Source: an optimization exercise on an open RTL-to-GDS flow (aim: small area, a short achievable clock period and few clock cycles per item). Production flows keep margins and buffers that such runs may drop. Power figures rest on the tool's default switching activity, not on a simulated workload.

==> run a: inputs <==
## flagged_rle_pitched_blit
module flagged_rle_pitched_blit #(
	parameter int MAX_DIM   = 4096,
	parameter int ADDR_BITS = 25
) (
	input  wire logic                                clk,
	input  wire logic                                arst_n,
	input  wire logic                                in_valid,
	output logic                                     in_ready,
	input  wire logic                                is_run,
	input  wire logic [7:0]                          pixel_color,
	input  wire logic [7:0]                          run_length,
	output logic                                     out_valid,
	input  wire logic                                out_ready,
	output logic [rleb_pkg::SEG_ADDR_W-1:0]          seg_address,
	output logic [7:0]                               seg_length,
	output logic [7:0]                               seg_color,
	output logic                                     image_done,
	output logic                                     last,
	input  wire logic                                cfg_valid,
	output logic                                     cfg_ready,
	input  wire logic [rleb_pkg::CFG_IDX_W-1:0]      cfg_index,
	input  wire logic [rleb_pkg::CFG_DATA_W-1:0]     cfg_data
);
==> flow/config.mk <==
export PLATFORM = sky130hd
export DESIGN_NAME = flagged_rle_pitched_blit
export DESIGN_NICKNAME = flagged_rle_pitched_blit
export VERILOG_FILES = /design/flow/design.v
export SDC_FILE = /design/flow/constraint.sdc
export NUM_CORES = 4
export LEC_CHECK = 0
export CAP_MARGIN = 20
export CORE_MARGIN = 2
export CORE_UTILIZATION = 40
export SETUP_SLACK_MARGIN = 5
export SLEW_MARGIN = 20
==> flow/constraint.sdc <==
create_clock -name core_clock -period 13.0 [get_ports {clk}]
set_input_delay 2.6000 -clock core_clock [delete_from_list [all_inputs] [get_ports {clk}]]
set_output_delay 2.6000 -clock core_clock [all_outputs]
set_load 0.01 [all_outputs]
run.sh (not shown) runs the stock make flow with config.mk's settings and CLKGATE_MAP_FILE= SYNTH_SCRIPT=/design/flow/synth_recipe.tcl, a recipe that flattens the netlist after the stock synthesis.
==> run b: changes against run a <==
--- a/flow/design.v
+++ b/flow/design.v
@@ -165,35 +165,37 @@
 );
 	typedef enum logic [3:0] {
 		SU_IDLE,
 		SU_BASE,    
 		SU_SMUL,    
 		SU_SUB,     
 		SU_CHK,     
-		SU_DIV,     
-		SU_FIX,     
-		SU_LOAD     
+		SU_ROOM,    
+		SU_CMP,     
+		SU_SETR,    
+		SU_WAIT,    
+		SU_DEC      
 	} su_t;
 	logic [24:0] row_q;
 	logic [12:0] col_q;
 	logic [12:0] room_q;
 	logic [12:0] rows_q;
 	logic        fin_q;        
 	logic        rl1_q;        
-	logic [12:0] endc_q;
 	logic        ready_q;      
 	logic        started_q;    
 	logic [24:0] pw_q;
 	logic        renorm_q;     
 	logic        base_ok_q;    
+	logic        irr_q;        
+	logic        cmpok_q;      
 	su_t         su_q;
 	logic [3:0]  cnt_q;
 	logic [29:0] r_q;
 	logic        neg_q;
-	logic        qz_q;
 	logic        out_valid_q;
 	logic        fire_q;
 	logic [24:0] addr_q;
 	logic [7:0]  len_q;
 	logic [7:0]  color_q;
 	logic        done_q;
 	logic        last_q;
@@ -218,31 +220,33 @@
 		lt       = room_big || (n < room_q[7:0]);
 		eq       = !room_big && (n == room_q[7:0]);
 		len      = lt ? n : room_q[7:0];
 		seg_done = !lt && fin_q;
 		seg_last = lt || eq || fin_q;
 		wrap     = !lt && !fin_q;
 		out_free = !out_valid_q || out_ready;
-		go       = ready_q && !renorm_q && head_valid && head_nz;
+		go       = ready_q && !renorm_q && head_valid && head_nz && (!irr_q || cmpok_q);
 		fire     = go && out_free;
 		drop     = head_valid && !head_nz;
 		pop      = drop || (fire && seg_last);
 		upd      = fire && !seg_last;
 		upd_count = n - room_q[7:0];
 		reload   = !ready_q && base_ok_q && (su_q == SU_IDLE);
 	end
 	logic [30:0] sx, sy, sz;
 	logic        scin;
 	logic [30:0] ss, sc, st;
 	logic [13:0] mcand;
 	logic [1:0]  mbits;
 	logic        col_ge_w;
+	logic [24:0] row_pp;
 	always_comb begin
 		mcand    = (su_q == SU_BASE) ? pitch : {1'b0, wc};
 		col_ge_w = (col_q >= wc);
+		row_pp   = row_q + 25'(pitch);
 		sx    = {1'b0, r_q};
 		sy    = '0;
 		sz    = '0;
 		scin  = 1'b0;
 		mbits = '0;
 		case (su_q)
 			SU_BASE, SU_SMUL: begin
@@ -253,46 +257,43 @@
 				mbits = sx[1:0];
 				sy = mbits[0] ? {3'b0, mcand, 14'b0} : '0;
 				sz = mbits[1] ? {2'b0, mcand, 15'b0} : '0;
 			end
 			SU_SUB: begin
 				sy = ~{6'b0, pw_q};
 			end
-			SU_CHK: begin
-				sy = {18'b0, col_q};
+			SU_ROOM: begin
+				sx   = {18'b0, wc};
+				sy   = ~{18'b0, col_q};
+				scin = 1'b1;
 			end
-			SU_DIV: begin
-				sx = {r_q, 1'b0};
-				if (neg_q) begin
-					sy = {5'b0, wc, 13'b0};
-				end else begin
-					sy   = ~{5'b0, wc, 13'b0};
-					scin = 1'b1;
-				end
-			end
-			SU_FIX: begin
-				sy = neg_q ? {5'b0, wc, 13'b0} : '0;
-				sz = 31'd1 << 13;
+			SU_CMP: begin
+				sy   = ~{18'b0, room_q};
+				scin = 1'b1;
 			end
-			SU_LOAD: begin
-				sx   = {18'b0, qz_q ? r_q[25:13] : wc};
-				sy   = ~{18'b0, col_q};
+			SU_SETR: begin
+				scin = 1'b1;
+			end
+			SU_DEC: begin
+				sy   = ~{23'b0, len_q};
 				scin = 1'b1;
 			end
 			default: ;
 		endcase
 		ss = sx ^ sy ^ sz;
 		sc = {((sx[29:0] & sy[29:0]) | (sx[29:0] & sz[29:0]) | (sy[29:0] & sz[29:0])), 1'b0};
 		st = ss + sc + {30'b0, scin};
 	end
 	always_ff @(posedge clk or negedge arst_n) begin
 		if (!arst_n) begin
 			su_q        <= SU_IDLE;
 			base_ok_q   <= 1'b0;
 			renorm_q    <= 1'b0;
+			irr_q       <= 1'b0;
+			cmpok_q     <= 1'b0;
 			ready_q     <= 1'b0;
 			started_q   <= 1'b0;
 			out_valid_q <= 1'b0;
 			fire_q      <= 1'b0;
 		end else begin
 			fire_q <= fire;
 			if (fire) begin
@@ -326,66 +327,83 @@
 				SU_CHK: begin
 					if (neg_q) begin
 						su_q      <= SU_IDLE;
 						renorm_q  <= 1'b0;
 						ready_q   <= 1'b0;
 						started_q <= 1'b0;
 					end else begin
-						su_q <= SU_DIV;
+						su_q <= SU_ROOM;
 					end
 				end
-				SU_DIV: begin
-					if (cnt_q == 4'd12) begin
-						su_q <= SU_FIX;
-					end
+				SU_ROOM: begin
+					su_q     <= SU_CMP;
+					renorm_q <= 1'b0;
+					irr_q    <= 1'b1;
 				end
-				SU_FIX: begin
-					su_q <= SU_LOAD;
+				SU_CMP: begin
+					su_q <= SU_SETR;
 				end
-				SU_LOAD: begin
-					su_q     <= SU_IDLE;
-					renorm_q <= 1'b0;
+				SU_SETR: begin
+					su_q    <= SU_WAIT;
+					cmpok_q <= 1'b1;
+				end
+				SU_WAIT: begin
+					if (fire) begin
+						cmpok_q <= 1'b0;
+						if (seg_done) begin
+							su_q  <= SU_IDLE;
+							irr_q <= 1'b0;
+						end else begin
+							su_q <= SU_DEC;
+						end
+					end
+				end
+				SU_DEC: begin
+					su_q <= SU_CMP;
 				end
 				default: su_q <= SU_IDLE;
 			endcase
 			if (wr_base) begin
 				base_ok_q <= 1'b0;
-				su_q      <= SU_BASE;
+				if (!irr_q) begin
+					su_q <= SU_BASE;
+				end
 			end
 			if (wr_any && !started_q) begin
 				ready_q <= 1'b0;
 			end
 			if (wr_dim && started_q) begin
 				renorm_q <= 1'b1;
+				irr_q    <= 1'b0;
+				cmpok_q  <= 1'b0;
+				su_q     <= SU_IDLE;
 			end
 			if (reload && !wr_any) begin
 				ready_q <= 1'b1;
 			end
 			if (fire) begin
 				started_q <= !seg_done;
 				if (seg_done) begin
 					ready_q <= 1'b0;
 				end
 			end
 		end
 	end
 	always_ff @(posedge clk) begin
-		if ((su_q == SU_IDLE) || (su_q == SU_CHK) || wr_base) begin
+		if ((su_q == SU_IDLE) || wr_base) begin
 			cnt_q <= '0;
 		end else begin
 			cnt_q <= cnt_q + 4'd1;
 		end
 		case (su_q)
 			SU_BASE, SU_SMUL: r_q <= st[30:2] ;
-			SU_SUB, SU_CHK, SU_FIX: r_q <= st[29:0];
-			SU_DIV: r_q <= {st[29:1], !st[30]};
+			SU_SUB, SU_DEC: r_q <= st[29:0];
 			default: ;
 		endcase
 		neg_q <= st[30];
-		qz_q  <= (r_q[12:0] == '0);
 	end
 	always_ff @(posedge clk) begin
 		if (reload || ((su_q == SU_CHK) && neg_q) || (fire_q && done_q)) begin
 			pw_q <= '0;
 		end else if (fire_q) begin
 			pw_q <= pw_q + 25'(len_q);
 		end
@@ -394,36 +412,36 @@
 		if (reload) begin
 			row_q  <= r_q[26:2];
 			col_q  <= '0;
 			room_q <= wc;
 			rows_q <= hc - 13'd1;
 			fin_q  <= (hc == 13'd1);
 			rl1_q  <= (hc == 13'd2);
-			endc_q <= wc;
-		end else if (su_q == SU_SUB) begin
+		end else if ((su_q == SU_CHK) && !neg_q) begin
 			if (col_ge_w) begin
 				col_q <= '0;
-				row_q <= row_q + 25'(pitch);
+				row_q <= row_pp;
 			end
-		end else if (su_q == SU_LOAD) begin
-			rows_q <= r_q[12:0];
-			fin_q  <= (r_q[12:0] == 13'd0);
-			rl1_q  <= (r_q[12:0] == 13'd1);
-			endc_q <= r_q[25:13];
+		end else if (su_q == SU_ROOM) begin
 			room_q <= st[12:0];
+		end else if (su_q == SU_SETR) begin
+			fin_q <= neg_q;
+			if (neg_q) begin
+				room_q <= st[12:0];
+			end
 		end else if (fire) begin
 			if (lt) begin
 				col_q  <= col_q + 13'(n);
 				room_q <= room_q - 13'(n);
 			end else begin
 				col_q  <= '0;
-				room_q <= rl1_q ? endc_q : wc;
+				room_q <= wc;
 			end
 			if (wrap) begin
-				row_q  <= row_q + 25'(pitch);
+				row_q  <= row_pp;
 				rows_q <= rows_q - 13'd1;
 				fin_q  <= rl1_q;
 				rl1_q  <= (rows_q == 13'd2);
 			end
 		end
 	end
 	always_ff @(posedge clk) begin
==> flow/flow/run.sh (new file) <==
#!/bin/bash
# Standard layout (the standard.sh), with ORFS timing repair aimed at a
# setup slack of SETUP_SLACK_MARGIN ns against the 13 ns clock, so that the
# repair works toward a shorter period than the constraint alone asks for.
# Each tool's full output goes to standard.log in this folder.
export SETUP_SLACK_MARGIN=9
bash standard.sh > standard.log 2>&1
==> flow/standard.sh (new file) <==
#!/bin/bash
# synth_recipe.tcl (not shown) runs the flow's synth.tcl, then flattens the netlist and writes it again
# the make line also repeats each setting of config.mk as NAME=value (left out here)
make -C /OpenROAD-flow-scripts/flow DESIGN_CONFIG=/design/flow/config.mk WORK_HOME=/design/flow/orfs CLKGATE_MAP_FILE= SYNTH_SCRIPT=/design/flow/synth_recipe.tcl "${@:-finish}"
Settings changed: SETUP_SLACK_MARGIN 5 to default.
removed: flow/run.sh
==> comparison table <==
                                                                                    run a                     run b
Overall fraction of global-route tracks in use                                      0.255                     0.253
Die Area                                                                       0.0512 mm²                0.0474 mm²
Sequential Power Share                                                              0.273                     0.238
Die span in y                                                                      226 µm                    218 µm
Share of cells above drive strength 1                                              0.0810                     0.192
Met2 Wirelength                                                                  28000 µm                  28200 µm
Sequential group power                                                            1730 µW                   1570 µW
Internal power of the cells                                                       3380 µW                   3710 µW
Synth Area in XOR/XNOR                                                             0.0590                    0.0619
Distinct cell type count after synthesis                                               85                        93
Mean instance size in the synthesized netlist                                    9.29 µm²                  9.69 µm²
Seq. cell area                                                                0.00799 mm²               0.00766 mm²
Clock-cell share of area                                                           0.0563                    0.0502
Share of Yosys cell area claimed by the top area cell type                          0.263                     0.263
Number of vias after detailed routing                                               16700                     15600
Register-to-register setup slack                                                  6530 ps                   8600 ps
Launching instance or port of the critical path                u_back.su_q[0]$_DFFE_PN0P_  u_back.su_q[1]$_DFF_PN0_
Clock buffer count from CTS                                                            37                        34
Nets                                                                                 2369                      2226
Leak Pwr                                                                       0.00884 µW                0.00904 µW
Number of clock sinks                                                                 293                       282
First drt pass iteration count                                                          6                         5
Tightest slew margin relative to the limit                                          0.338                     0.278
Multi-input combinational area share                                                0.490                     0.486
Global-route wire length before repair                                           97800 µm                  90700 µm
Result of the run                                        no timing/DRC/antenna violations  no timing/DRC/antenna violations
Fraction of registers with async set or reset after synthesis                       0.259                     0.280
No run of this note included a check of the RTL's function; only the layout flow was run.

[separate check: timing with driven ports]
Ports are ideal in the flow. The routed layouts listed here were re-timed in OpenROAD.
Step 1 sets driving cells, clkbuf_16 on the clock port and buf_2 on the other inputs (assumed; they add their load-dependent delay and slew).
Step 2 adds t to the input delays and takes it off the output delays; t is the mean of the earliest and latest rising clock arrival at the registers after step 1. Input paths then give back, and output paths get back, about the clock's delay inside the block.
Slacks: ideal / step 1 / step 2; pairs: ideal / step 1.
| run | shift t [ns] | setup WS [ns] | worst setup path at the end | worst data-port slew with drivers (ns) |
|---|---|---|---|---|
| run a | 0.632 | 6.525 / 6.525 / 6.525 | register to register | 0.05 |
| run b | 0.599 | 8.604 / 8.604 / 8.502 | input to register | 0.06 |
After both steps setup and hold are still met in every run listed. The setup slack of run b, which loses most, moves by 0.000 ns with the drivers and by -0.102 ns with both steps.
